Background: an optimization exercise with open tools, aiming at small area, a short achievable clock period and few clock cycles per item. Do not read the settings as production practice. The RTL was checked by simulation tests, not by an equivalence proof against the original design.

===== flow/design.v =====
`timescale 1ns / 1ps
`default_nettype none
package mer_pkg;
  localparam int PIX_W     = 13;
  localparam int CFG_IDX_W = 2;
  localparam logic [CFG_IDX_W-1:0] REG_CENTER_X = 2'd0;
  localparam logic [CFG_IDX_W-1:0] REG_CENTER_Y = 2'd1;
  localparam logic [CFG_IDX_W-1:0] REG_RADIUS_X = 2'd2;
  localparam logic [CFG_IDX_W-1:0] REG_RADIUS_Y = 2'd3;
  localparam logic [1:0] LAST_BEAT = 2'd3;
  typedef enum logic [1:0] {
    PH_DONE = 2'd0,
    PH_REG1 = 2'd1,
    PH_REG2 = 2'd2
  } mer_phase_e;
  typedef enum logic [3:0] {
    ST_IDLE,
    ST_RST_A,
    ST_RST_B,
    ST_RST_C,
    ST_RST_D,
    ST_EMIT,
    ST_FIN,
    ST_ADV,
    ST_CHK,
    ST_SW_A,
    ST_SW_B,
    ST_SW_C,
    ST_SW_D,
    ST_SW_E,
    ST_SW_F
  } mer_state_e;
  typedef enum logic [3:0] {
    OP_NOP,
    OP_MUL_RXRX,
    OP_MUL_RYRY,
    OP_MUL_RX2RY,
    OP_START,
    OP_EMIT,
    OP_FIN,
    OP_ADV,
    OP_MUL_TXTX,
    OP_MUL_RY2P,
    OP_MUL_TYTY,
    OP_MUL_RX2P,
    OP_MUL_RX2RY2,
    OP_SET_DEC
  } mer_op_e;
  typedef struct packed {
    mer_op_e    op;
    logic [1:0] beat;
  } mer_cmd_t;
  typedef struct packed {
    logic       out_free;
    logic       y_zero;
    logic       slope_ge;
    mer_phase_e phase;
  } mer_sts_t;
endpackage
`default_nettype wire
`timescale 1ns / 1ps
`default_nettype none
module midpoint_ellipse_rasterizer_top #(
  parameter int RADIUS_BITS = 10,
  parameter int COORD_BITS  = 11
) (
  input  wire logic                                   clk_i,
  input  wire logic                                   rst_ni,
  input  wire logic                                   cfg_we_i,
  input  wire logic [mer_pkg::CFG_IDX_W-1:0]          cfg_idx_i,
  input  wire logic [((COORD_BITS > RADIUS_BITS) ? COORD_BITS : RADIUS_BITS)-1:0] cfg_data_i,
  input  wire logic                                   in_valid_i,
  output logic                                        in_stall_o,
  input  wire logic                                   restart_i,
  output logic                                        out_valid_o,
  input  wire logic                                   out_stall_i,
  output logic signed [mer_pkg::PIX_W-1:0]            pixel_x_o,
  output logic signed [mer_pkg::PIX_W-1:0]            pixel_y_o,
  output logic                                        last_o,
  output logic                                        finished_o
);
  logic [10:0] cx_q, cy_q;
  logic [9:0]  rx_q, ry_q;
  always_ff @(posedge clk_i or negedge rst_ni) begin
    if (!rst_ni) begin
      cx_q <= 11'd200;
      cy_q <= 11'd200;
      rx_q <= 10'd150;
      ry_q <= 10'd50;
    end else if (cfg_we_i) begin
      case (cfg_idx_i)
        2'd0: cx_q <= cfg_data_i[10:0];
        2'd1: cy_q <= cfg_data_i[10:0];
        2'd2: rx_q <= cfg_data_i[9:0];
        2'd3: ry_q <= cfg_data_i[9:0];
        default: ;
      endcase
    end
  end
  logic        pend_q, pend_rs_q;      
  logic        step_q;                 
  logic        em_q;                   
  logic        em_fin_q;               
  logic [1:0]  bcnt_q;                 
  logic        none_q;                 
  logic        reg2_q;                 
  logic        out_valid_q;
  logic        pass_req_q;             
  logic        dec_valid_q;            
  logic        sw2_q, init1_q, init2_q;
  logic        rs_q, m1_q, m2_q;       
  logic [3:0]  mcnt_q;
  logic        step_a, sw1_a, sw2_a, i1_a, act_a;   
  logic        ka0, ka1, ka2, ka3;     
  logic        kb2;                    
  logic        xen_q, yen_q, b2_q;     
  logic [10:0] zq;                     
  logic        step_b, sw1_b, sw2_b, i1_b, act_b, kb0, kb3;  
  logic [9:0]  x_q, y_q;
  logic [32:0] sx_q, sy_q;             
  logic [43:0] d_q;                    
  logic [19:0] rx2_q, ry2_q;
  logic [10:0] sxn_p, syn_p;           
  logic        csx_q, csy_q;           
  logic        c1_q, c2_q, cp_q;       
  logic        cmp_q;
  logic [1:0]  pax_q, pay_q;           
  logic [10:0] xq, yq;                 
  logic        da_q, db_q;             
  logic        ca_q, cb_q;             
  logic [12:0] pix_x_q, pix_y_q;
  logic        last_q, fin_q;
  logic out_free, em_final, load, commit, take, accept, none_next;
  assign out_free  = !out_valid_q || !out_stall_i;
  assign em_final  = em_fin_q || (bcnt_q == 2'd3);
  assign load      = em_q && out_free && (!em_final || em_fin_q || dec_valid_q);
  assign commit    = load && em_final;
  assign take      = pend_q && (!step_q || commit);
  assign accept    = in_valid_i && !pend_q;
  assign none_next = none_q || (commit && !em_fin_q && (y_q == 10'd0));
  logic        free_a, eng_idle;
  logic [10:0] two_ry2_a, two_rx2_a, sxn_a, syn_a;
  logic        csx_a, csy_a;
  assign free_a   = !act_a || ka3;
  assign eng_idle = !act_a && !act_b && !sw2_q;
  assign two_ry2_a = ({11{ka0}} & {ry2_q[9:0], 1'b0}) | ({11{ka1}} & {1'b0, ry2_q[19:10]});
  assign two_rx2_a = ({11{ka0}} & {rx2_q[9:0], 1'b0}) | ({11{ka1}} & {1'b0, rx2_q[19:10]});
  logic [12:0] sxa_w, sya_w;
  assign sxa_w = {1'b0, sx_q[10:0], 1'b1} + {1'b0, two_ry2_a, !ka0 && csx_q};
  assign sya_w = {1'b0, sy_q[10:0], 1'b1} + {1'b0, ~two_rx2_a, ka0 || csy_q};
  assign csx_a = sxa_w[12];
  assign csy_a = sya_w[12];
  assign sxn_a = {sxa_w[11] && !ka2, sxa_w[10:1]};
  assign syn_a = {sya_w[11] && !ka2, sya_w[10:1]};
  logic [10:0] vx_a, vy_a, x_n, y_n, ry2_a;
  logic [1:0]  pax, pay;
  assign vx_a  = ka3 ? 11'd0 : step_a ? sxn_a : sx_q[10:0];
  assign vy_a  = ka3 ? 11'd0 : step_a ? syn_a : sy_q[10:0];
  assign pax   = ka0 ? 2'b00 : pax_q;
  assign pay   = ka0 ? 2'b00 : pay_q;
  assign ry2_a = ({11{ka0}} & ry2_q[10:0]) | ({11{ka1}} & {2'b00, ry2_q[19:11]});
  always_comb begin
    x_n = 11'd0;
    y_n = 11'd0;
    if (step_a) begin
        x_n = {vx_a[8:0], pax};
        y_n = ~{vy_a[8:0], pay} & {9'h1ff, !ka0, !ka0};
    end
    if (sw1_a) begin
        x_n = ~{vx_a[9:0], pax[1]};
        y_n = ~{vy_a[9:0], pay[1]};
    end
    if (sw2_a) begin
        x_n = two_rx2_a;
        y_n = ~ry2_a;
    end
  end
  logic        two_cin;
  logic [10:0] sxnew, synew;
  logic [19:0] rsel;
  logic [10:0] z_n;
  logic [10:0] opx, opy, opz, dop;
  logic [10:0] s1, m1, c1v, s2, m2, c2v, dsum;
  logic [12:0] cpa_w;
  logic        dco;
  assign two_cin = sw1_b || sw2_b;
  assign sxnew = (step_b && da_q) ? sxn_p : i1_b ? 11'd0 : sx_q[32:22];
  assign synew = (step_b && db_q) ? syn_p : sy_q[32:22];
  assign rsel = reg2_q ? rx2_q : ry2_q;
  always_comb begin
    z_n = 11'd0;
    if (step_a || i1_a) begin
      if (ka0) z_n = {rsel[8:0], 2'b00};
      if (ka1) z_n = rsel[19:9];
    end
    if (sw1_a) begin
      if (ka0) z_n = rx2_q[10:0];
      if (ka1) z_n = {2'b00, rx2_q[19:11]};
    end
    if (sw2_a) z_n = ~two_ry2_a;
  end
  assign opx = (xen_q ? xq : 11'd0) | {8'd0, b2_q, 2'b00};
  assign opy = yen_q ? yq : 11'd0;
  assign opz = zq;
  assign dop   = i1_b ? 11'd0 : d_q[10:0];
  assign s1    = dop ^ opx ^ opy;
  assign m1    = (dop & opx) | (dop & opy) | (opx & opy);
  assign c1v   = {m1[9:0], kb0 ? two_cin : c1_q};
  assign s2    = s1 ^ c1v ^ opz;
  assign m2    = (s1 & c1v) | (s1 & opz) | (c1v & opz);
  assign c2v   = {m2[9:0], !kb0 && c2_q};
  assign cpa_w = {1'b0, s2, 1'b1} + {1'b0, c2v, kb0 ? sw1_b : cp_q};
  assign dsum  = cpa_w[11:1];
  assign dco   = cpa_w[12];
  logic [12:0] cmp_w;
  logic        sw_now;
  assign cmp_w  = {1'b0, sxnew, 1'b1} + {1'b0, ~synew, kb0 || cmp_q};
  assign sw_now = step_b && kb2 && cmp_w[12] && !reg2_q;
  logic reg2_n;
  logic       issue_sw1, issue_sw2, issue_i1, issue_i2, issue_step;
  always_comb begin
    issue_sw1  = 1'b0;
    issue_sw2  = 1'b0;
    issue_i1   = 1'b0;
    issue_i2   = 1'b0;
    issue_step = 1'b0;
    if (free_a) begin
      if (sw_now)          issue_sw1  = 1'b1;
      else if (sw2_q)      issue_sw2  = 1'b1;
      else if (init1_q)    issue_i1   = 1'b1;
      else if (init2_q)    issue_i2   = 1'b1;
      else if (pass_req_q) issue_step = 1'b1;
    end
  end
  logic da_n, db_n;
  assign da_n = (act_b && kb3) ? (!reg2_n || dsum[10]) : da_q;
  assign db_n = (act_b && kb3) ? (reg2_n || !dsum[10]) : db_q;
  assign reg2_n = reg2_q || issue_sw1;
  always_ff @(posedge clk_i or negedge rst_ni) begin
    if (!rst_ni) begin
      pend_q      <= 1'b0;
      pend_rs_q   <= 1'b0;
      step_q      <= 1'b0;
      em_q        <= 1'b0;
      em_fin_q    <= 1'b0;
      bcnt_q      <= 2'd0;
      none_q      <= 1'b1;
      reg2_q      <= 1'b0;
      out_valid_q <= 1'b0;
      pass_req_q  <= 1'b0;
      dec_valid_q <= 1'b0;
      sw2_q       <= 1'b0;
      init1_q     <= 1'b0;
      init2_q     <= 1'b0;
      rs_q        <= 1'b0;
      m1_q        <= 1'b0;
      m2_q        <= 1'b0;
      mcnt_q      <= 4'd0;
      step_a      <= 1'b0;
      sw1_a       <= 1'b0;
      sw2_a       <= 1'b0;
      i1_a        <= 1'b0;
      act_a       <= 1'b0;
      ka0         <= 1'b1;
      ka1         <= 1'b0;
      ka2         <= 1'b0;
      ka3         <= 1'b0;
      step_b      <= 1'b0;
      sw1_b       <= 1'b0;
      sw2_b       <= 1'b0;
      i1_b        <= 1'b0;
      act_b       <= 1'b0;
      kb0         <= 1'b0;
      kb3         <= 1'b0;
      kb2         <= 1'b0;
    end else begin
      out_valid_q <= load || (out_valid_q && out_stall_i);
      none_q      <= none_next;
      reg2_q      <= reg2_n;
      if (free_a) begin
        step_a <= issue_step;
        sw1_a  <= issue_sw1 || issue_i2;
        sw2_a  <= issue_sw2;
        i1_a   <= issue_i1;
        act_a  <= issue_sw1 || issue_sw2 || issue_i1 || issue_i2 || issue_step;
      end
      ka0         <= free_a;
      ka1         <= !free_a && ka0;
      ka2         <= !free_a && ka1;
      ka3         <= !free_a && ka2;
      step_b      <= step_a;
      sw1_b       <= sw1_a;
      sw2_b       <= sw2_a;
      i1_b        <= i1_a;
      act_b       <= act_a;
      kb2         <= ka2;
      kb0         <= ka0;
      kb3         <= ka3;
      if (accept) begin
        pend_q    <= 1'b1;
        pend_rs_q <= restart_i;
      end else if (take) begin
        pend_q    <= 1'b0;
      end
      if (load) bcnt_q <= bcnt_q + 2'd1;
      if (commit) begin
        step_q <= 1'b0;
        em_q   <= 1'b0;
      end
      if (issue_sw1) sw2_q <= 1'b1;
      if (issue_sw2) sw2_q <= 1'b0;
      if (issue_i1) init1_q <= 1'b0;
      if (issue_i2) begin
        init2_q    <= 1'b0;
        pass_req_q <= 1'b1;
      end
      if (issue_step) pass_req_q <= 1'b0;
      if (step_b && kb0) dec_valid_q <= 1'b1;
      if (rs_q) begin
          if (eng_idle) begin
            rs_q     <= 1'b0;
            m1_q     <= 1'b1;
            mcnt_q   <= 4'd0;
            em_q     <= 1'b1;
            em_fin_q <= 1'b0;
            bcnt_q   <= 2'd0;
            none_q   <= 1'b0;
            reg2_q   <= 1'b0;
          end
      end
      if (m1_q) begin
          mcnt_q <= mcnt_q + 4'd1;
          if (mcnt_q == 4'd9) begin
            m1_q    <= 1'b0;
            m2_q    <= 1'b1;
            mcnt_q  <= 4'd0;
            init1_q <= 1'b1;
          end
      end
      if (m2_q) begin
          mcnt_q <= mcnt_q + 4'd1;
          if (mcnt_q == 4'd9) begin
            m2_q    <= 1'b0;
            init2_q <= 1'b1;
          end
      end
      if (take) begin
        step_q      <= 1'b1;
        bcnt_q      <= 2'd0;
        dec_valid_q <= 1'b0;
        if (pend_rs_q) begin
          rs_q       <= 1'b1;
          m1_q       <= 1'b0;
          m2_q       <= 1'b0;
          em_q       <= 1'b0;
          pass_req_q <= 1'b0;
          init1_q    <= 1'b0;
          init2_q    <= 1'b0;
        end else begin
          em_q       <= 1'b1;
          em_fin_q   <= none_next;
          pass_req_q <= !none_next;
        end
      end
    end
  end
  logic [10:0] msx, msy;
  logic [22:0] msp;
  assign msx = {1'b0, rx2_q[19:10]} + (rx2_q[0] ? {1'b0, rx_q} : 11'd0);
  assign msy = {1'b0, ry2_q[19:10]} + (ry2_q[0] ? {1'b0, ry_q} : 11'd0);
  assign msp = {1'b0, sy_q[31:10]} + (sy_q[0] ? {2'b00, rx2_q, 1'b0} : 23'd0);
  logic rot_x, wb_x, rot_y, wb_y;
  assign rot_x = act_a && !ka3;
  assign wb_x  = act_b && !kb3;
  assign rot_y = rot_x && !i1_a;
  assign wb_y  = wb_x && !i1_b;
  logic rs_go;
  assign rs_go = rs_q && eng_idle;
  always_ff @(posedge clk_i) begin
    sxn_p <= sxn_a;
    syn_p <= syn_a;
    csx_q <= csx_a;
    csy_q <= csy_a;
    zq    <= z_n;
    c1_q  <= m1[10];
    c2_q  <= m2[10];
    cp_q  <= dco;
    cmp_q <= cmp_w[12];
    pax_q <= vx_a[10:9];
    pay_q <= vy_a[10:9];
    xq    <= x_n;
    yq    <= y_n;
    if (act_b) d_q <= {dsum, d_q[43:11]};
    da_q  <= da_n;
    db_q  <= db_n;
    xen_q <= !step_a || da_n;
    yen_q <= !step_a || db_n;
    b2_q  <= step_a && ka0 && db_n;
    if (step_b && kb0) begin
      ca_q <= da_q;
      cb_q <= db_q;
    end
    if (rot_x) begin
      sx_q <= {sx_q[10:0], wb_x ? sxnew : sx_q[32:22], sx_q[21:11]};
    end else if (wb_x) begin
      sx_q[32:22] <= sxnew;
    end
    if (m2_q) begin
      sy_q <= {1'b0, msp, sy_q[9:1]};
    end else if (m1_q && mcnt_q == 4'd9) begin
      sy_q <= {23'd0, ry_q};
    end else if (rot_y) begin
      sy_q <= {sy_q[10:0], wb_y ? synew : sy_q[32:22], sy_q[21:11]};
    end else if (wb_y) begin
      sy_q[32:22] <= synew;
    end
    if (rs_go) begin
      rx2_q <= {10'd0, rx_q};
      ry2_q <= {10'd0, ry_q};
      x_q   <= 10'd0;
      y_q   <= ry_q;
    end else begin
      if (m1_q) begin
        rx2_q <= {msx, rx2_q[9:1]};
        ry2_q <= {msy, ry2_q[9:1]};
      end
      if (commit && !em_fin_q) begin
        x_q <= x_q + {9'd0, ca_q};
        y_q <= y_q - {9'd0, cb_q};
      end
    end
  end
  logic        xsub, ysub;
  logic [14:0] pxw, pyw;
  assign xsub = bcnt_q[0];
  assign ysub = (bcnt_q == 2'd1) || (bcnt_q == 2'd2);
  assign pxw  = {1'b0, 2'b00, cx_q, 1'b1} + {1'b0, {13{xsub}} ^ {3'b000, x_q}, xsub};
  assign pyw  = {1'b0, 2'b00, cy_q, 1'b1} + {1'b0, {13{ysub}} ^ {3'b000, y_q}, ysub};
  always_ff @(posedge clk_i) begin
    if (load) begin
      pix_x_q <= em_fin_q ? 13'd0 : pxw[13:1];
      pix_y_q <= em_fin_q ? 13'd0 : pyw[13:1];
      last_q  <= em_final;
      fin_q   <= em_fin_q;
    end
  end
  assign in_stall_o  = pend_q;
  assign out_valid_o = out_valid_q;
  assign pixel_x_o   = pix_x_q;
  assign pixel_y_o   = pix_y_q;
  assign last_o      = last_q;
  assign finished_o  = fin_q;
endmodule
`default_nettype wire

===== flow/flow/run.sh =====
#!/bin/bash
set -euo pipefail
bash standard.sh SETUP_SLACK_MARGIN=6.8 finish > standard_flow.log 2>&1

===== flow/standard.sh =====
#!/bin/bash
# synth_recipe.tcl (not shown) runs the flow's synth.tcl, then flattens the netlist and writes it again
# the make line also repeats each setting of config.mk as NAME=value (left out here)
make -C /OpenROAD-flow-scripts/flow DESIGN_CONFIG=/design/flow/config.mk WORK_HOME=/design/flow/orfs CLKGATE_MAP_FILE= SYNTH_SCRIPT=/design/flow/synth_recipe.tcl "${@:-finish}"

===== flow/config.mk =====
export PLATFORM = sky130hd
export DESIGN_NAME = midpoint_ellipse_rasterizer_top
export DESIGN_NICKNAME = midpoint_ellipse_rasterizer_top
export VERILOG_FILES = /design/flow/design.v
export SDC_FILE = /design/flow/constraint.sdc
export NUM_CORES = 4
export LEC_CHECK = 0
export CAP_MARGIN = 20
export CORE_MARGIN = 2
export CORE_UTILIZATION = 40
export SETUP_SLACK_MARGIN = 5
export SLEW_MARGIN = 20

===== flow/constraint.sdc =====
create_clock -name core_clock -period 10.0 [get_ports {clk_i}]
set_input_delay 2.0000 -clock core_clock [delete_from_list [all_inputs] [get_ports {clk_i}]]
set_output_delay 2.0000 -clock core_clock [all_outputs]
set_load 0.01 [all_outputs]

==> results of run 1 <==
-- flip-flops by register name, indices dropped and copies added, names as in the netlist, 11 cells and up --
register,count
syn_p,11
ry2_q,20
cx_q,11
rx2_q,20
xq,11
pix_y_q,13
cy_q,11
sx_q,33
d_q,44
yq,11
sxn_p,11
zq,11
sy_q,33
pix_x_q,13
-- Yosys cell counts (all sizes together) (12+ instances only) --
master,n,area [um^2]
dfrtp,66,1652
clkbuf,71,266.5
o21ai,143,715.7
o21bai,13,97.59
o21a,14,105.1
and2,71,444.2
nor2b,27,168.9
a21o,27,202.7
dfxtp,122,2442
nand3,24,120.1
xor2,60,525.5
xnor2,51,446.7
dfstp,15,394.1
a211oi,14,105.1
buf,12,48.79
nand2,213,799.5
mux2,58,656.9
edfxtp,148,4444
mux2i,57,570.6
nor3,23,115.1
and3,13,81.33
or2,12,75.08
nor2,135,506.7
fa,28,560.5
a22o,13,113.9
a21oi,114,570.6
o22ai,26,162.7
nand2b,34,212.7
inv,69,259.0
ha,115,1439
a221oi,14,122.6
-- through the flow --
stage	cells	instance area, um^2	hold WS (ns)	setup slack [ns]
floorplan	1919	19430	0.3487	6.558
global placement	2518	20490	0.4021	6.143
detailed placement	2519	20500	0.4045	6.112
CTS	2602	22030	0.4181	6.571
global route	2618	22270	0.4224	6.396
finish	2618	22270	0.4109	6.547
-- routing by layer --
| metal | global-route usage (%) | vias to the layer above | routed length [um] |
|---|---|---|---|
| met5 | 0 | - | 0 |
| met4 | 7.978 | 0 | 1938 |
| met3 | 4.040 | 123 | 3589 |
| met2 | 33.18 | 444 | 23910 |
| met1 | 28.94 | 7129 | 23910 |
| li1 | - | 6949 | - |
-- kinds of logic (layout without fill, tap and decap cells) --
group           count (synthesis)  after routing  synth area share [%]
compound gates                456            456                 14.68
xor+xnor                      111            111                 5.026
simple gates                  588            588                 14.42
mux                           115            115                 6.345
fa+ha+maj                     143            143                 10.34
flops                         351            351                 46.17
buf+inv                       155            239                 3.027
-- worst paths after layout --
path / slack (ns) / from / to
min: 0.41 / act_a$_DFFE_PN0N_ / act_b$_DFF_PN0_
max reg2reg: 6.55 / i1_b$_DFF_PN0_ / b2_q$_DFF_P_
min reg2reg: 0.41 / act_a$_DFFE_PN0N_ / act_b$_DFF_PN0_
min in group asynchronous: 1.35 / rst_ni / cy_q[9]$_DFFE_PN0P_
max: 6.55 / i1_b$_DFF_PN0_ / b2_q$_DFF_P_
max in group asynchronous: 7.53 / rst_ni / i1_b$_DFF_PN0_
-- layout make-up --
cell class | instances | area, um^2 | area share (%)
Sequential cell | 351 | 8945 | 40.17
Tap cell | 615 | 769.5 | 3.456
Inverter | 72 | 277.8 | 1.247
Clock buffer | 60 | 1231 | 5.529
Clock inverter | 14 | 180.2 | 0.8091
Timing Repair Buffer | 92 | 708.2 | 3.180
Timing Repair inverter | 1 | 5.005 | 0.02248
Multi-Input combinational cell | 1413 | 10150 | 45.59
-- repair_timing --
item                                    4_1_cts  5_1_grt
cloned                                        1        0
pin swaps                                    11       17
endpoints found under the setup margin       90       59
gates resized for setup                     144       29
buffers inserted                              8       16
-- critical path, delay by kind of cell, from the launching register on --
family / cells / cell delay, ns
fa+ha+maj: 3 / 1.26
compound gates: 2 / 0.53
flops: 1 / 0.52
buf+inv: 1 / 0.15
simple gates: 4 / 0.65
xor+xnor: 1 / 0.24
==> summary.txt, run 1 <==
- The overall via count from detail_route is 14,650.
- Clock-pin slew was measured on the worst setup and hold paths at ~0.07 ns.
- The core area is between 40,000 and 50,000 um^2.
- The horizontal die dimension is between 200 and 250 um.
- The flow ran to the end and the layout has no timing, DRC or antenna violations.
- The library cell used most frequently in the layout, excluding fill and tap cells, is sky130_fd_sc_hd__nand2_1.
- The via density per instance is between 5 and 6.
- In this run the cell area of the synthesized design comes to slightly below 20,000 um^2.
- The area enclosed by the die boundary is 50,140 um^2.
- The signal on the critical path passes through buf_12, nor2b_4, fa_1, fa_1, ha_4, and3_4, and3_4, a221o_1, xor2_2, a41oi_2, and3_1.
- The final cycle utilization of the critical path is 34.53%.
- For this run, the slowest stage of the critical path takes about 0.58 ns.
- Setup violations remaining at the end of the flow were counted as 0.
- The maximum clock frequency is approximately 0.29 GHz.
- The most instantiated flip-flop cell in the synthesis netlist is sky130_fd_sc_hd__edfxtp_1.
- For this run, the number of Yosys warnings is 1.
- The worst setup path is launched from a flop.
- The initial utilization of the core area, before any placement, comes to around two fifths.
- The initial antenna violation count is 1.
- The cts-stage hold buffer count is 0.
- The number of enable-type register cells in the synthesized netlist is between 100 and 150.
- In this run the count of I/O pins placed on the die edge is 49.
- Across the run, the number of max-cap violations was 0.
- Setup repair after global routing could not meet its margin everywhere.
- The transition time of the tightest slew-check pin is approximately 1.1 ns.
- STA classifies the critical path endpoint as a flop.
- For this block, the initial DRC count from the detailed router was around 1,200.
- Once detailed placement completed, the half-perimeter wirelength came to 38,540 um.
- The net count reported at finish is 2,133.
- For the worst setup path, the data required time is 10.46 ns.
- The slowest cell on the critical path is sky130_fd_sc_hd__fa_1.
- During placement, the flow inserted port buffers numbering 48.
- The first-pass GRT wire length is slightly above 80,000 um.
- The fraction of synthesis flops using an asynchronous set or reset pin is 23.08%.
- The number of detailed-route iterations in the first pass is 8.
- The level count of the clock H-tree is 2.
- For the worst flop-to-flop path, the logic depth is 11.
- Counting flops and latches in the post-synthesis netlist gives approximately 350.
- Measured against its own limit, the worst slew margin works out to a little over a quarter.
- The number of buffers created by CTS is 40.
- The worst path needs 3.453 ns of the cycle, external delays included.
- When the netlist entered floorplanning its net count stood at between 2,000 and 2,500.
- The critical path arrival is roughly 4 ns.
- The clock skew after layout is 0.01767 ns.
- Summed over all layers, the global routing overflow is 0.
- Clock latency on the worst-skew pair, taken at its later pin, is approximately 0.57 ns.
- The filler cells instantiated in the layout total between 4,000 and 5,000.
- The clock drives between 300 and 400 sinks.
- Dividing the detail-routed wire length by the instance count gives ~20 um.
- The maximum fanout along the worst path is 5.
- Dividing the synthesized area by the synthesized cell count gives slightly above 10 um^2.
- The die height is 223.9 um.
- After synthesis, the netlist uses 67 different library cells.
- Compared with the post-synthesis result, the final layout area differs by 15.11%.
- TritonCTS built the clock tree.
- The congestion estimate from routability-driven global placement came to about 0.9.
- Leaving out fill and tap cells, the most frequent cells in the layout are 211 x sky130_fd_sc_hd__nand2_1, 148 x sky130_fd_sc_hd__edfxtp_1, 133 x sky130_fd_sc_hd__nor2_1, 133 x sky130_fd_sc_hd__o21ai_0, 120 x sky130_fd_sc_hd__dfxtp_1.
- The floorplan row count is 80.
- The hold violation count in the final report came to 0.
- The number of max-slew violations in the final report is 0.
- The share of the Yosys chip area taken by registers is between 40% and 50%.
- The maximum buffer depth of the clock tree is 3.
- The detailed-route wire length is approximately 53,000 um.
- Once detail routing completed, the nets flagged for antenna violations numbered 0.
- 0 antenna diodes ended up in the layout.
- The number of remaining DRC errors is 0.
- Entering global routing, the biggest net connects between 60 and 70 pins.
- The worst hold path passes through 0 cells.
- The overall global routing resource usage is a little over a fifth.
- Cells fill between 40 and 50% of the core in the end.
- The via count of the first global-routing pass was 14,220.
- The critical path is of the flop to flop type.
- The fraction of layout cells with a size suffix above 1 is 14.13%.
- The worst min-delay path category is flop to flop.
- The clock tree root buffer cell is sky130_fd_sc_hd__clkbuf_16.
- The cell count after synthesis came out at approximately 1,900.
- The final-layout setup total negative slack is 0 ns.
Testbench counts, summed over its fixed seeds: cycles 64,740, beats 62,804.
==> run 2: changes to the inputs <==
--- a/flow/config.mk
+++ b/flow/config.mk
@@ -8,5 +8,6 @@
 export CAP_MARGIN = 20
 export CORE_MARGIN = 2
 export CORE_UTILIZATION = 40
+export CTS_BUF_LIST = sky130_fd_sc_hd__clkbuf_4
 export SETUP_SLACK_MARGIN = 5
 export SLEW_MARGIN = 20
==> run 2 against run 1 <==
Worst hold slack better by 0.0015 ns. Worst setup slack worse by 0.051 ns. Critical endpoint is now yen_q$_DFF_P_. Largest cell class unchanged. Utilization fell by 0.31 points.
==> summary.txt, run 2 <==
- Ranked by total cell area, the synthesized netlist is headed by sky130_fd_sc_hd__edfxtp_1 23%, sky130_fd_sc_hd__dfxtp_1 13%, sky130_fd_sc_hd__dfrtp_1 8.5%.
- The final core area utilization was 46.33% (-0.31 points).
- The proportion of synthesized chip area in sequential cells is 46.17% (unchanged).
- The minimum period implied by the final worst setup slack is 3.504 ns (+0.05080 ns).
- The die height is 223.9 um (unchanged).
- The final global-route overflow total is 0 (unchanged).
- The clock tree root buffer cell is sky130_fd_sc_hd__clkbuf_4.
- The number of top-level pins is 49 (unchanged).
- The area enclosed by the die boundary is 50,140 um^2 (unchanged).
- The count of yosys warnings during synthesis was 1 (unchanged).
- Among all cell types in the netlist, the one instantiated most often is sky130_fd_sc_hd__nand2_1.
- Setup repair after global routing could not meet its margin everywhere.
- The flow ran to the end and the layout has no timing, DRC or antenna violations.
- The critical path arrival was 4.24 ns (+0.33 ns).
- The largest net degree at the start of global routing is 62 (unchanged).
- The level count of the clock H-tree was 3 (+1).
- The fraction of synthesis flops using an asynchronous set or reset pin is 23.08% (unchanged).
- The via density per instance was 5.490 (-1.9%).
- The commonest cells after synthesis are 213 x sky130_fd_sc_hd__nand2_1, 148 x sky130_fd_sc_hd__edfxtp_1, 142 x sky130_fd_sc_hd__o21ai_0.
- The unique cell type count in the Yosys netlist is 67 (unchanged).
- The worst setup path is captured at a flop.
- The synthesized area per cell came to 10.08 um^2 (unchanged).
- The horizontal die dimension was 223.9 um (unchanged).
- The number of detailed-route iterations in the first pass is 8 (unchanged).
- The data required time of the worst path is 10.74 ns (+0.28 ns).
- The post-DP HPWL is 38,540 um (unchanged).
- The count of max-cap constraint violations is 0 (unchanged).
- The overall global routing resource usage came to 21.43% (+0.30 points).
- The post-synthesis instance total is 1,919 (unchanged).
- The clock skew after layout is 0.07241 ns (+0.05473 ns).
- The library cell used most frequently in the layout, excluding fill and tap cells, is sky130_fd_sc_hd__nand2_1.
- The worst relative slew slack is 26.08% (-0.046 points).
- The clock latency on the worst-skew pair is 0.86 ns (+0.29 ns).
- The critical path launch point type is a flop.
- The number of clock sinks is 351 (unchanged).
- The core area is 47,750 um^2 (unchanged).
- The detailed-route wire length is 53,800 um (+0.83%).
- The final-layout setup total negative slack was 0 ns (unchanged).
- The final antenna-violating net count is 0 (unchanged).
- The clock slew at the register clock pins of the worst setup and hold paths is 0.07 ns (about the same).
- The floorplan row count is 80 (unchanged).
- The number of enable-type register cells in the synthesized netlist is 148 (unchanged).
- The number of setup violations in the final report came to 0 (unchanged).
- The routability congestion estimate from global placement is 0.9054 (unchanged).
- The top-area cell type share of the netlist area is 22.97% (unchanged).
- The flip-flop count of the largest register after layout is 44 (unchanged).
- The transition time of the tightest slew-check pin was 1.109 ns (+0.0006941 ns).
- In the layout the commonest cells are 211 x sky130_fd_sc_hd__nand2_1, 148 x sky130_fd_sc_hd__edfxtp_1, 146 x sky130_fd_sc_hd__clkbuf_4, 134 x sky130_fd_sc_hd__nor2_1, 125 x sky130_fd_sc_hd__o21ai_0.
- The biggest area contributor in the post-synthesis netlist is sky130_fd_sc_hd__edfxtp_1.
- The maximum clock frequency came to 0.2854 GHz (-1.4%).
- The first-pass GRT wire length is 82,920 um (+1.3%).
- The area added between synthesis and finish is 14.35%.
- The net count reported at finish is 2,189 (+2.6%).
- The overall via count from detail_route is 14,960 (+2.2%).
- The hold violation count in the final report is 0 (unchanged).
- The register area was 8945 um^2 (unchanged).
- The routed wirelength normalized by instance count is 19.74 um (-3.1%).
- The post-synthesis register bit count was 351 (unchanged).
- The number of nets in the synthesized netlist is 2,081 (unchanged).
- In the final layout, the registers with the most flip-flops are d_q x44, sx_q x33, sy_q x33.
- The final cycle utilization of the critical path is 35.04% (+0.51 points).
- The cts-stage hold buffer count is 0 (unchanged).
- The critical path in this run is classified as flop to flop.
- The post-synthesis instance area is 19,340 um^2 (unchanged).
- The via count of the first global-routing pass is 14,690 (+3.3%).
- The maximum buffer depth of the clock tree was 3 (unchanged).
- In the synthesized netlist the dominant register cell turns out to be sky130_fd_sc_hd__edfxtp_1.
- The largest register by flop count is d_q.
- The worst min-delay path category is flop to flop.
- The DRC marker count from the first detailed-route iteration is 1,119 (-10%).
- The maximum fanout along the worst path came to 5 (unchanged).
- The area occupied by multi-input gates was 10,150 um^2 (unchanged).
- The number of buffers created by CTS is 95 (+140%).
- TritonCTS built the clock tree.
- The number of max-slew violations in the final report is 0 (unchanged).
- The count of port buffers added during placement came to 48 (unchanged).
- The fraction of layout cells with a size suffix above 1 was 18.12% (+4.0 points).
- The number of remaining DRC errors is 0 (unchanged).
- The initial antenna violation count was 3 (+2).
- The count of filler cells inserted in the layout is 4,508 (+1.4%).
- The initial core utilization is 40.52% (unchanged).
==> run 2: per-layer routing <==
layer	vias to the layer above	share of wire [%]	GRT usage, %
met2	437	46	33.97
met4	0	2.4	6.989
met1	7292	46	29.07
li1	7124	-	-
met3	108	6.0	4.774
met5	-	0	0
==> run 2: critical path: stages, from the launching register on <==
cell	delay [ns]
sky130_fd_sc_hd__dfrtp_4	0.54
sky130_fd_sc_hd__nor2b_4	0.13
sky130_fd_sc_hd__fa_1	0.43
sky130_fd_sc_hd__fa_1	0.54
sky130_fd_sc_hd__ha_4	0.23
sky130_fd_sc_hd__a21o_1	0.17
sky130_fd_sc_hd__a211oi_2	0.26
sky130_fd_sc_hd__a21oi_2	0.09
sky130_fd_sc_hd__a221o_1	0.37
sky130_fd_sc_hd__xor2_2	0.28
sky130_fd_sc_hd__a41oi_2	0.17
sky130_fd_sc_hd__nand2b_1	0.18
==> run 2: kinds of logic (layout without fill, tap and decap cells) <==
logic type | after synthesis | count (layout) | share of synthesized area (%)
muxes | 115 | 115 | 6.345
and+or+nand+nor | 588 | 588 | 14.42
other | 0 | 2 | 0
DFF | 351 | 351 | 46.17
adders and majority gates | 143 | 143 | 10.34
AOI/OAI and AO/OA | 456 | 456 | 14.68
buffers and inverters | 155 | 344 | 3.027
xor gates and xnor gates | 111 | 111 | 5.026
==> run 2: metrics by stage <==
step | cells | hold slack, ns | cell area (um^2) | worst slack [ns]
2_1_floorplan | 1919 | 0.3487 | 19430 | 6.558
3_3_place_gp | 2518 | 0.4021 | 20490 | 6.143
3_5_place_dp | 2519 | 0.4045 | 20500 | 6.112
4_1_cts | 2704 | 0.4175 | 21830 | 6.478
5_1_grt | 2725 | 0.4245 | 22120 | 6.371
6_report | 2725 | 0.4125 | 22120 | 6.496
==> run 2: cell type report <==
cell class	count	area share, %
inverters	72	1.256
diodes	2	0.02262
flip-flops and latches	351	40.44
clock inverters	32	0.7692
multi-input cells	1413	45.89
repair buffers	94	3.196
clock buffers	146	4.955
well taps	615	3.479
==> run 2: worst paths after layout <==
path / slack (ns) / depth (start not counted) / startpoint / endpoint
hold / removal: 0.41 / 0 / d_q[38]$_DFFE_PP_ / d_q[27]$_DFFE_PP_
min in group asynchronous: 1.06 / 1 / rst_ni / cy_q[9]$_DFFE_PN0P_
setup reg to reg: 6.50 / 11 / i1_b$_DFF_PN0_ / yen_q$_DFF_P_
hold reg to reg: 0.41 / 0 / d_q[38]$_DFFE_PP_ / d_q[27]$_DFFE_PP_
max in group asynchronous: 7.83 / 2 / rst_ni / i1_b$_DFF_PN0_
setup / recovery: 6.50 / 11 / i1_b$_DFF_PN0_ / yen_q$_DFF_P_
==> run 2: what timing repair did <==
action | in CTS | in global routing
endpoints found under the hold margin | 0 | 0
gates cloned | 0 | 0
pin swaps | 12 | 16
endpoints found under the setup margin | 78 | 69
gates resized for setup | 151 | 40
buffers inserted | 7 | 19
==> run 3: changes to the inputs <==
==> flow/flow/run.sh (replaced) <==
#!/bin/bash
set -euo pipefail
bash standard.sh SETUP_SLACK_MARGIN=6.5 finish > standard_flow.log 2>&1
--- a/flow/config.mk
+++ b/flow/config.mk
@@ -8,6 +8,5 @@
 export CAP_MARGIN = 20
 export CORE_MARGIN = 2
 export CORE_UTILIZATION = 40
-export CTS_BUF_LIST = sky130_fd_sc_hd__clkbuf_4
 export SETUP_SLACK_MARGIN = 5
 export SLEW_MARGIN = 20
==> run 3 against run 2 <==
Fmax is 0.47% higher. Cell area is 0.20% lower.
==> summary.txt, run 3 <==
- The number of placed cells counting well taps is 2,518 (-0.040%).
- The fraction of synthesis flops using an asynchronous set or reset pin is 23.08% (unchanged).
- The class of the most critical setup path is input pin to flop.
- The count of yosys warnings during synthesis was 1 (unchanged).
- The final cycle utilization of the critical path was 34.87% (-0.16 points).
- More flip-flops sit in one register than any other, and that register is d_q.
- The initial antenna violation count is 4 (+1).
- The top cell types in the final layout, fill and taps aside, are 212 x sky130_fd_sc_hd__nand2_1, 148 x sky130_fd_sc_hd__edfxtp_1, 137 x sky130_fd_sc_hd__o21ai_0, 134 x sky130_fd_sc_hd__nor2_1, 120 x sky130_fd_sc_hd__dfxtp_1.
- The worst setup path is captured at a flop.
- The delay of the slowest cell on the worst path is 0.75 ns (+0.21 ns).
- The hold violation count in the final report is 0 (unchanged).
- The most critical setup path has its startpoint at out_stall_i.
- STA classifies the critical path startpoint as an input pin.
- The number of nets in the synthesized netlist was 2,081 (unchanged).
- The worst relative slew slack is 34.21% (+8.1 points).
- The count of port buffers added during placement is 48 (unchanged).
- The horizontal die dimension was 223.9 um (unchanged).
- The first-pass GRT wire length is 81,490 um (-1.7%).
- The initial core utilization is 40.52% (unchanged).
- The post-synthesis instance area is 19,340 um^2 (unchanged).
- The number of detailed-route iterations in the first pass is 6 (-2).
- Setup repair after global routing could not meet its margin everywhere.
- The kind of cell with the highest combined delay along the critical path is compound AO/OA/AOI/OAI gates.
- The clock tree root buffer cell is sky130_fd_sc_hd__clkbuf_16.
- In this run the critical register-to-register path is captured at yen_q$_DFF_P_.
- The post-DP HPWL is 38,610 um (+0.17%).
- The routed wirelength normalized by instance count is 20.36 um (+3.1%).
- The synthesized area per cell is 10.08 um^2 (unchanged).
- The core area is 47,750 um^2 (unchanged).
- The largest registers in the layout are d_q x44, sx_q x33, sy_q x33.
- The number of top-level pins was 49 (unchanged).
- The worst hold slack across all endpoints is 0.4132 ns (+0.0007300 ns).
- The net count reported at finish is 2,117 (-3.3%).
- The clock slew at the register clock pins of the worst setup and hold paths came to 0.06 ns (about the same).
- The non-filler instance count after layout came to 2,601 (-4.6%).
- The post-place setup slack is 5.926 ns (-0.1856 ns).
- The flip-flop count of the largest register after layout is 44 (unchanged).
- The minimum period implied by the final worst setup slack was 3.487 ns (-0.01646 ns).
- The proportion of synthesized chip area in sequential cells is 46.17% (unchanged).
- The data required time of the worst path is 10.19 ns (-0.55 ns).
- The number of enable-type register cells in the synthesized netlist is 148 (unchanged).
- The number of buffers created by CTS was 39 (-59%).
- The via count of the first global-routing pass is 14,160 (-3.7%).
- The overall via count from detail_route came to 14,460 (-3.4%).
- The worst setup margin is 6.513 ns (+0.01646 ns).
- The commonest non-fill, non-tap cell in the layout is sky130_fd_sc_hd__nand2_1.
- The number of setup violations in the final report is 0 (unchanged).
- The floorplan row count is 80 (unchanged).
- The worst reg2reg path startpoint is i1_b$_DFF_PN0_.
- The clock latency on the worst-skew pair is 0.56 ns (-0.30 ns).
- The DRC marker count from the first detailed-route iteration was 1,126 (+0.63%).
- The critical path ends at y_q[7]$_DFFE_PP_.
- The minimum setup slack among reg-to-reg paths is 6.52 ns (+0.02 ns).
- The flow ran to the end and the layout has no timing, DRC or antenna violations.
- The worst min-delay path category is flop to flop.
- The maximum fanout along the worst path is 10 (+5).
- The unique cell type count in the Yosys netlist is 67 (unchanged).
- The number of max-slew violations in the final report is 0 (unchanged).
- The fraction of layout cells with a size suffix above 1 is 11.54% (-6.6 points).
- The detailed-route wire length came to 52,950 um (-1.6%).
- The final-layout setup total negative slack was 0 ns (unchanged).
- Counting instances in the post-synthesis netlist gives the leading cell types as 213 x sky130_fd_sc_hd__nand2_1, 148 x sky130_fd_sc_hd__edfxtp_1, 142 x sky130_fd_sc_hd__o21ai_0.
- The routability congestion estimate from global placement is 0.8805 (-2.8%).
- The count of buffering cells on the critical path with inverters included came to 1 (+1).
- The final global-route overflow total came to 0 (unchanged).
- After synthesis, the cell types taking the most area are sky130_fd_sc_hd__edfxtp_1 23%, sky130_fd_sc_hd__dfxtp_1 13%, sky130_fd_sc_hd__dfrtp_1 8.5%.
- The die height is 223.9 um (unchanged).
- The most frequent cell after synthesis is sky130_fd_sc_hd__nand2_1.
- The maximum clock frequency is 0.2868 GHz (+0.47%).
- The CTS tree is done.
- The slowest cell on the critical path is sky130_fd_sc_hd__o21ai_1.
- The instance count on the critical path is 4 (-7).
- The final antenna-violating net count is 0 (unchanged).
- The count of filler cells inserted in the layout was 4,455 (-1.2%).
- The number of remaining DRC errors is 0 (unchanged).
- The post-synthesis instance total came to 1,919 (unchanged).
- The overall global routing resource usage is 21.03% (-0.40 points).
- The number of cell instances on the worst register-to-register path came to 11 (unchanged).
- The largest net degree at the start of global routing is 57 (-8.1%).
- The level count of the clock H-tree is 2 (-1).
- The biggest area contributor in the post-synthesis netlist is sky130_fd_sc_hd__edfxtp_1.
- The area added between synthesis and finish is 14.13%.
- The count of max-cap constraint violations is 0 (unchanged).
- The maximum buffer depth of the clock tree is 3 (unchanged).
- The area enclosed by the die boundary is 50,140 um^2 (unchanged).
- The cts-stage hold buffer count came to 0 (unchanged).
- The top-area cell type share of the netlist area came to 22.97% (unchanged).
- The critical path goes through clkdlybuf4s50_1, and2_1, or2_2, o21ai_1.
- The critical path arrival is 3.67 ns (-0.57 ns).
- The transition time of the tightest slew-check pin is 0.9825 ns (-0.1264 ns).
- The via density per instance is 5.559 (+1.2%).
- The clock skew after layout is 0.02270 ns (-0.04971 ns).
- The most used flip-flop cell after synthesis is sky130_fd_sc_hd__edfxtp_1.
- The post-synthesis register bit count is 351 (unchanged).
- The number of clock sinks is 351 (unchanged).
-- run 3: per-stage QoR --
stage / util (%) / cell area [um^2]
4_1_cts: 45.93 / 21930
3_3_place_gp: 42.84 / 20450
2_1_floorplan: - / 19370
5_1_grt: 46.23 / 22070
6_report: 46.24 / 22080
3_5_place_dp: 42.84 / 20450
-- run 3: worst register-to-register path, cell delays in order (launching register included) --
cell,delay [ns]
sky130_fd_sc_hd__dfrtp_4,0.51
sky130_fd_sc_hd__buf_12,0.16
sky130_fd_sc_hd__nor2b_1,0.15
sky130_fd_sc_hd__fa_1,0.47
sky130_fd_sc_hd__fa_1,0.44
sky130_fd_sc_hd__ha_4,0.28
sky130_fd_sc_hd__and3_4,0.19
sky130_fd_sc_hd__and3_4,0.17
sky130_fd_sc_hd__a221o_1,0.35
sky130_fd_sc_hd__xor2_2,0.26
sky130_fd_sc_hd__a41oi_2,0.18
sky130_fd_sc_hd__nand2b_1,0.19
-- run 3: kinds of logic (layout without fill, tap and decap cells) --
family                   Yosys count  after routing  share of synthesized area, %
AND/OR/NAND/NOR                  588            588                         14.42
other                              0              1                             0
adder cells (fa/ha/maj)          143            143                         10.34
XOR/XNOR                         111            111                         5.026
flip-flops                       351            351                         46.17
AO/OA/AOI/OAI                    456            456                         14.68
buffers and inverters            155            221                         3.027
multiplexers                     115            115                         6.345
-- run 3: worst min-delay path by stage --
stage                 startpoint              end  slack (ns)  cells past startpoint
5_1_grt        act_a$_DFFE_PN0N_  act_b$_DFF_PN0_        0.42                      0
6_report       act_a$_DFFE_PN0N_  act_b$_DFF_PN0_        0.41                      0
3_5_place_dp   act_a$_DFFE_PN0N_  act_b$_DFF_PN0_        0.40                      0
4_1_cts        act_a$_DFFE_PN0N_  act_b$_DFF_PN0_        0.41                      0
2_1_floorplan      ka3$_DFF_PN0_    kb3$_DFF_PN0_        0.35                      0
3_3_place_gp   act_a$_DFFE_PN0N_  act_b$_DFF_PN0_        0.40                      0
-- run 3: layout make-up --
type / count / area, um^2 / share of cell area (%)
Inverter: 72 / 274.0 / 1.241
Tap cell: 615 / 769.5 / 3.485
Sequential cell: 351 / 8946 / 40.52
Multi-Input combinational cell: 1413 / 10050 / 45.54
Timing Repair Buffer: 78 / 728.2 / 3.298
Clock buffer: 51 / 1084 / 4.908
Clock inverter: 20 / 220.2 / 0.9974
Antenna cell: 1 / 2.502 / 0.01133
-- run 3: routing by layer --
| metal | track usage [%] | part of all wire (%) | vias to the layer above |
|---|---|---|---|
| met2 | 33.12 | 45 | 434 |
| met1 | 28.82 | 45 | 7018 |
| met3 | 4.210 | 6.5 | 98 |
| met4 | 7.398 | 2.9 | 6 |
| met5 | 0 | 0.062 | - |
| li1 | - | - | 6902 |
-- run 3: repair_timing --
| item | in CTS | in global routing |
|---|---|---|
| endpoints found under the setup margin | 21 | 34 |
| cloned | 0 | 0 |
| setup buffers | 8 | 3 |
| pin swaps | 9 | 5 |
| resized for setup | 30 | 25 |
==> run 4: changes to the inputs <==
--- a/flow/design.v
+++ b/flow/design.v
@@ -120,11 +120,9 @@
   logic [32:0] sx_q, sy_q;             
   logic [43:0] d_q;                    
   logic [19:0] rx2_q, ry2_q;
-  logic [10:0] sxn_p, syn_p;           
   logic        csx_q, csy_q;           
   logic        c1_q, c2_q, cp_q;       
   logic        cmp_q;
-  logic [1:0]  pax_q, pay_q;           
   logic [10:0] xq, yq;                 
   logic        da_q, db_q;             
   logic        ca_q, cb_q;             
@@ -139,36 +137,38 @@
   assign accept    = in_valid_i && !pend_q;
   assign none_next = none_q || (commit && !em_fin_q && (y_q == 10'd0));
   logic        free_a, eng_idle;
-  logic [10:0] two_ry2_a, two_rx2_a, sxn_a, syn_a;
+  logic [10:0] eight_ry2_a, eight_rx2_a, two_ry2_a, two_rx2_a, ry2_a;
+  logic [10:0] sxn_a, syn_a, x_n, y_n;
   logic        csx_a, csy_a;
   assign free_a   = !act_a || ka3;
   assign eng_idle = !act_a && !act_b && !sw2_q;
-  assign two_ry2_a = ({11{ka0}} & {ry2_q[9:0], 1'b0}) | ({11{ka1}} & {1'b0, ry2_q[19:10]});
-  assign two_rx2_a = ({11{ka0}} & {rx2_q[9:0], 1'b0}) | ({11{ka1}} & {1'b0, rx2_q[19:10]});
+  assign eight_ry2_a = ({11{ka0}} & {ry2_q[7:0], 3'b000}) | ({11{ka1}} & ry2_q[18:8]) |
+                       ({11{ka2}} & {10'd0, ry2_q[19]});
+  assign eight_rx2_a = ({11{ka0}} & {rx2_q[7:0], 3'b000}) | ({11{ka1}} & rx2_q[18:8]) |
+                       ({11{ka2}} & {10'd0, rx2_q[19]});
+  assign two_ry2_a   = ({11{ka0}} & {ry2_q[9:0], 1'b0}) | ({11{ka1}} & {1'b0, ry2_q[19:10]});
+  assign two_rx2_a   = ({11{ka0}} & {rx2_q[9:0], 1'b0}) | ({11{ka1}} & {1'b0, rx2_q[19:10]});
+  assign ry2_a       = ({11{ka0}} & ry2_q[10:0]) | ({11{ka1}} & {2'b00, ry2_q[19:11]});
   logic [12:0] sxa_w, sya_w;
-  assign sxa_w = {1'b0, sx_q[10:0], 1'b1} + {1'b0, two_ry2_a, !ka0 && csx_q};
-  assign sya_w = {1'b0, sy_q[10:0], 1'b1} + {1'b0, ~two_rx2_a, ka0 || csy_q};
+  assign sxa_w = {1'b0, sx_q[10:0], 1'b1} + {1'b0, eight_ry2_a, !ka0 && csx_q};
+  assign sya_w = {1'b0, sy_q[10:0], 1'b1} + {1'b0, ~eight_rx2_a, ka0 || csy_q};
   assign csx_a = sxa_w[12];
   assign csy_a = sya_w[12];
-  assign sxn_a = {sxa_w[11] && !ka2, sxa_w[10:1]};
-  assign syn_a = {sya_w[11] && !ka2, sya_w[10:1]};
-  logic [10:0] vx_a, vy_a, x_n, y_n, ry2_a;
-  logic [1:0]  pax, pay;
-  assign vx_a  = ka3 ? 11'd0 : step_a ? sxn_a : sx_q[10:0];
-  assign vy_a  = ka3 ? 11'd0 : step_a ? syn_a : sy_q[10:0];
-  assign pax   = ka0 ? 2'b00 : pax_q;
-  assign pay   = ka0 ? 2'b00 : pay_q;
-  assign ry2_a = ({11{ka0}} & ry2_q[10:0]) | ({11{ka1}} & {2'b00, ry2_q[19:11]});
+  assign sxn_a = sxa_w[11:1];
+  assign syn_a = sya_w[11:1];
   always_comb begin
     x_n = 11'd0;
     y_n = 11'd0;
-    if (step_a) begin
-        x_n = {vx_a[8:0], pax};
-        y_n = ~{vy_a[8:0], pay} & {9'h1ff, !ka0, !ka0};
+    if (step_a && !ka3) begin
+        x_n = sxn_a;
+        y_n = ~syn_a & {9'h1ff, !ka0, !ka0};
+    end
+    if (step_a && ka3) begin
+        y_n = 11'h7ff;
     end
     if (sw1_a) begin
-        x_n = ~{vx_a[9:0], pax[1]};
-        y_n = ~{vy_a[9:0], pay[1]};
+        x_n = ~({sx_q[11] && !ka2, sx_q[10:1]} & {11{!ka3}});
+        y_n = ~({sy_q[11] && !ka2, sy_q[10:1]} & {11{!ka3}});
     end
     if (sw2_a) begin
         x_n = two_rx2_a;
@@ -184,8 +184,8 @@
   logic [12:0] cpa_w;
   logic        dco;
   assign two_cin = sw1_b || sw2_b;
-  assign sxnew = (step_b && da_q) ? sxn_p : i1_b ? 11'd0 : sx_q[32:22];
-  assign synew = (step_b && db_q) ? syn_p : sy_q[32:22];
+  assign sxnew = (step_b && da_q) ? xq : i1_b ? 11'd0 : sx_q[32:22];
+  assign synew = (step_b && db_q) ? {~yq[10:2], kb0 ? 2'b00 : ~yq[1:0]} : sy_q[32:22];
   assign rsel = reg2_q ? rx2_q : ry2_q;
   always_comb begin
     z_n = 11'd0;
@@ -365,10 +365,10 @@
     end
   end
   logic [10:0] msx, msy;
-  logic [22:0] msp;
+  logic [23:0] msp;
   assign msx = {1'b0, rx2_q[19:10]} + (rx2_q[0] ? {1'b0, rx_q} : 11'd0);
   assign msy = {1'b0, ry2_q[19:10]} + (ry2_q[0] ? {1'b0, ry_q} : 11'd0);
-  assign msp = {1'b0, sy_q[31:10]} + (sy_q[0] ? {2'b00, rx2_q, 1'b0} : 23'd0);
+  assign msp = {1'b0, sy_q[32:10]} + (sy_q[0] ? {1'b0, rx2_q, 3'b000} : 24'd0);
   logic rot_x, wb_x, rot_y, wb_y;
   assign rot_x = act_a && !ka3;
   assign wb_x  = act_b && !kb3;
@@ -377,8 +377,6 @@
   logic rs_go;
   assign rs_go = rs_q && eng_idle;
   always_ff @(posedge clk_i) begin
-    sxn_p <= sxn_a;
-    syn_p <= syn_a;
     csx_q <= csx_a;
     csy_q <= csy_a;
     zq    <= z_n;
@@ -386,8 +384,6 @@
     c2_q  <= m2[10];
     cp_q  <= dco;
     cmp_q <= cmp_w[12];
-    pax_q <= vx_a[10:9];
-    pay_q <= vy_a[10:9];
     xq    <= x_n;
     yq    <= y_n;
     if (act_b) d_q <= {dsum, d_q[43:11]};
@@ -406,7 +402,7 @@
       sx_q[32:22] <= sxnew;
     end
     if (m2_q) begin
-      sy_q <= {1'b0, msp, sy_q[9:1]};
+      sy_q <= {msp, sy_q[9:1]};
     end else if (m1_q && mcnt_q == 4'd9) begin
       sy_q <= {23'd0, ry_q};
     end else if (rot_y) begin
==> flow/flow/run.sh (replaced) <==
#!/bin/bash
set -euo pipefail
bash standard.sh SETUP_SLACK_MARGIN=6.8 finish > standard_flow.log 2>&1
==> run 4 against run 3 <==
Worst hold slack hardly changed. Global-route usage grew 1.5 points. Via count fell by 1.0%. Register-to-register slack improved by 0.09 ns. Synthesized cell count shrank 2.0%. Routed wire length rose by 1.3%. Critical path depth grew 8. Sequential share of layout area is 1.3 points lower. Cell area fell by 2.7%. Die area shrank 3.5%. Largest cell class unchanged.
==> summary.txt, run 4 <==
- The run finished with no timing, DRC or antenna violations.
- The endpoint class of the critical path is a flop.
- The maximum clock frequency came to 0.2949 GHz (+2.8%).
- The minimum period implied by the final worst setup slack came to 3.391 ns (-0.09605 ns).
- The number of nets in the synthesized netlist is 2,043 (-1.8%).
- The final cycle utilization of the critical path is 33.91% (-0.96 points).
- Sorting the synthesized cells by area gives the leading types as sky130_fd_sc_hd__edfxtp_1 24%, sky130_fd_sc_hd__dfxtp_1 10%, sky130_fd_sc_hd__dfrtp_1 8.9%.
- The number of max-slew violations in the final report was 0 (unchanged).
- The final-layout setup total negative slack is 0 ns (unchanged).
- The routability congestion estimate from global placement came to 0.9094 (+3.3%).
- The synthesized area per cell came to 9.918 um^2 (-1.6%).
- From synthesis to final layout, the design area changed by 15.16%.
- The maximum buffer depth of the clock tree is 3 (unchanged).
- The cell type with the highest aggregate area in the netlist is sky130_fd_sc_hd__edfxtp_1.
- The routed wirelength normalized by instance count is 20.89 um (+2.6%).
- The delay of the slowest cell on the worst path is 0.55 ns (-0.20 ns).
- The non-filler instance count after layout is 2,568 (-1.3%).
- The overall global routing resource usage is 22.53% (+1.5 points).
- The proportion of synthesized chip area in sequential cells is 45.09% (-1.1 points).
- The number of detailed-route iterations in the first pass is 5 (-1).
- The most used flip-flop cell after synthesis is sky130_fd_sc_hd__edfxtp_1.
- The largest net degree at the start of global routing is 72 (+26%).
- The critical path launch point type is a flop.
- The post-place setup slack is 5.900 ns (-0.02611 ns).
- The flip-flop count of the largest register after layout was 44 (unchanged).
- The commonest cells after synthesis are 244 x sky130_fd_sc_hd__nand2_1, 148 x sky130_fd_sc_hd__edfxtp_1, 129 x sky130_fd_sc_hd__nor2_1.
- For this design, the slowest cell found on the critical path is sky130_fd_sc_hd__fa_1.
- The critical path arrival was 3.84 ns (+0.17 ns).
- The number of buffers created by CTS is 37 (-5.1%).
- The DRC marker count from the first detailed-route iteration is 1,011 (-10%).
- The clock skew after layout is 0.01800 ns (-0.004694 ns).
- The commonest non-fill, non-tap cell in the layout is sky130_fd_sc_hd__nand2_1.
- The core area was 46,260 um^2 (-3.1%).
- The number of remaining DRC errors is 0 (unchanged).
- The area enclosed by the die boundary is 48,380 um^2 (-3.5%).
- The count of max-cap constraint violations is 0 (unchanged).
- The clock latency on the worst-skew pair came to 0.56 ns (about the same).
- The count of filler cells inserted in the layout came to 4,363 (-2.1%).
- The count of yosys warnings during synthesis is 1 (unchanged).
- Counting flops per register, the top entry is d_q.
- The top-area cell type share of the netlist area was 23.82% (+0.85 points).
- The worst setup margin is 6.609 ns (+0.09605 ns).
- The number of clock sinks was 325 (-7.4%).
- The post-DP HPWL is 39,170 um (+1.4%).
- The horizontal die dimension is 220.0 um (-1.8%).
- By instance count, the leading cell after synthesis is sky130_fd_sc_hd__nand2_1.
- The maximum fanout along the worst path came to 6 (-4).
- The count of port buffers added during placement is 48 (unchanged).
- The overall via count from detail_route is 14,310 (-1.0%).
- Setup repair after global routing could not meet its margin everywhere.
- In the layout the commonest cells are 241 x sky130_fd_sc_hd__nand2_1, 148 x sky130_fd_sc_hd__edfxtp_1, 127 x sky130_fd_sc_hd__nor2_1, 117 x sky130_fd_sc_hd__a21oi_1, 111 x sky130_fd_sc_hd__o21ai_0.
- The class of the most critical setup path is flop to flop.
- The initial antenna violation count is 1 (-3).
- The transition time of the tightest slew-check pin came to 1.045 ns (+0.06293 ns).
- The number of enable-type register cells in the synthesized netlist is 148 (unchanged).
- The post-synthesis instance area is 18,660 um^2 (-3.6%).
- The floorplan row count was 79 (-1.3%).
- The die height was 220.0 um (-1.8%).
- The hold violation count in the final report came to 0 (unchanged).
- The final global-route overflow total came to 0 (unchanged).
- The data required time of the worst path is 10.45 ns (+0.26 ns).
- The worst relative slew slack is 30.30% (-3.9 points).
- The first-pass GRT wire length is 82,920 um (+1.8%).
- The via density per instance is 5.572 (+0.25%).
- The antenna diode instance count is 0 (-1).
- The post-synthesis instance total is 1,881 (-2.0%).
- The via count of the first global-routing pass came to 14,030 (-0.92%).
- Walking the worst path, the cells encountered are buf_6, nor2b_4, fa_1, fa_1, ha_4, a21oi_4, o21ai_1, a21o_1, a31o_4, a21oi_4, xnor2_4, o32a_1.
- The unique cell type count in the Yosys netlist is 81 (+21%).
- The largest registers in the layout are d_q x44, sx_q x33, sy_q x33.
- The fraction of layout cells with a size suffix above 1 is 14.33% (+2.8 points).
- The number of top-level pins came to 49 (unchanged).
- The fraction of synthesis flops using an asynchronous set or reset pin is 24.92% (+1.8 points).
- The detailed-route wire length was 53,650 um (+1.3%).
- The level count of the clock H-tree is 2 (unchanged).
- The CTS tree is done.
- The number of placed cells counting well taps came to 2,470 (-1.9%).
- The clock slew at the register clock pins of the worst setup and hold paths is 0.06 ns (about the same).
- The worst hold slack across all endpoints is 0.4132 ns (-0.000003000 ns).
- The initial core utilization is 40.33% (-0.19 points).
- In this run the worst hold path is classified as flop to flop.
- The clock tree root buffer cell is sky130_fd_sc_hd__clkbuf_16.
- The number of setup violations in the final report is 0 (unchanged).
- The net count reported at finish is 2,095 (-1.0%).
- The post-synthesis register bit count was 325 (-7.4%).
- The final antenna-violating net count is 0 (unchanged).
## run 4: cell type report
| type | instances | area, um^2 | area share, % |
|---|---|---|---|
| multi-input cells | 1404 | 10030 | 46.67 |
| flip-flops and latches | 325 | 8431 | 39.24 |
| clock buffers | 62 | 1229 | 5.719 |
| well taps | 607 | 759.5 | 3.535 |
| repair buffers | 92 | 728.2 | 3.389 |
| inverters | 72 | 274.0 | 1.275 |
| clock inverters | 5 | 28.78 | 0.1339 |
| repair inverters | 1 | 7.507 | 0.03494 |
## run 4: critical path: cells and delay by family (launching register included)
kind,cells,cell delay (ns)
fa+ha+maj,3,1.19
compound gates,6,1.13
flops,1,0.54
buf+inv,1,0.17
xor+xnor,1,0.14
simple gates,1,0.11
## run 4: metal layers
metal  up-vias  wire length (um)  GRT usage (%)
li1       6852                 -              -
met5         -                16              0
met2       429             25300          36.83
met1      6922             23200          29.68
met3       105              2816          2.995
met4         2              2324          10.36
## run 4: timing repair
item | in CTS | in global routing
hold buffers | 0 | 0
resized for setup | 124 | 50
hold endpoints to repair | 0 | 0
setup buffers | 14 | 16
cloned | 1 | 0
setup endpoints to repair | 127 | 111
pin swaps | 13 | 17
## run 4: final timing paths
| path | start | end | slack [ns] | cells after the start |
|---|---|---|---|---|
| min | act_a$_DFFE_PN0N_ | act_b$_DFF_PN0_ | 0.41 | 0 |
| min reg2reg | act_a$_DFFE_PN0N_ | act_b$_DFF_PN0_ | 0.41 | 0 |
| max | i1_b$_DFF_PN0_ | xen_q$_DFF_P_ | 6.61 | 12 |
| min in group asynchronous | rst_ni | cx_q[0]$_DFFE_PN0P_ | 1.26 | 1 |
| max in group asynchronous | rst_ni | i1_b$_DFF_PN0_ | 7.48 | 2 |
| max reg2reg | i1_b$_DFF_PN0_ | xen_q$_DFF_P_ | 6.61 | 12 |
## run 4: logic make-up (layout without fill, tap and decap cells)
family,Yosys count,after routing,synth area share [%]
AO/OA/AOI/OAI,458,458,15.62
flip-flops,325,325,45.09
multiplexers,95,95,5.506
buffers and inverters,152,232,3.119
XOR/XNOR,104,104,4.883
adder cells (fa/ha/maj),143,143,10.72
AND/OR/NAND/NOR,604,604,15.06
## run 4: through the flow
| stage | instance area, um^2 | util (%) |
|---|---|---|
| after floorplan | 18780 | - |
| after global placement | 19780 | 42.75 |
| after detailed placement | 19780 | 42.75 |
| after CTS | 21330 | 46.11 |
| after global routing | 21480 | 46.44 |
| final | 21480 | 46.44 |
Testbench counts of run 4, summed over its fixed seeds: cycles 64,740, beats 62,804.

## separate check: timing with driven ports
No port has a modelled driver above. Below, the same layouts with a new extraction and two added sets of constraints. Step 1 (the two cells are an assumption about what drives the block):
set clk [get_ports {clk_i}]
set_driving_cell -lib_cell sky130_fd_sc_hd__clkbuf_16 $clk
set_driving_cell -lib_cell sky130_fd_sc_hd__buf_2 [delete_from_list [all_inputs] $clk]
Step 2 moves the port delays by t, midway between the first and last clock arrival at a register: inputs arrive t later, outputs are due t later. That takes back most of the time a late clock gives input paths. Three values: ideal ports, drivers, drivers and shift; two values: the first two.
run	t, ns	setup WS [ns]	hold slack, ns	latest minus earliest clock arrival (ns)	worst data-port slew with drivers (ns)
run 1	0.615	6.547 / 6.547 / 6.361	0.411 / 0.411 / 0.411	0.020 / 0.020	0.04
run 2	0.875	6.496 / 6.496 / 6.077	0.412 / 0.412 / 0.412	0.075 / 0.075	0.04
run 3	0.609	6.513 / 6.489 / 5.934	0.413 / 0.413 / 0.413	0.028 / 0.028	0.04
run 4	0.611	6.609 / 6.609 / 6.259	0.413 / 0.413 / 0.413	0.021 / 0.021	0.04
After both steps every run listed still meets setup and hold. For run 3, which loses most, drivers alone change the setup slack by -0.024 ns; drivers and shift together by -0.579 ns.
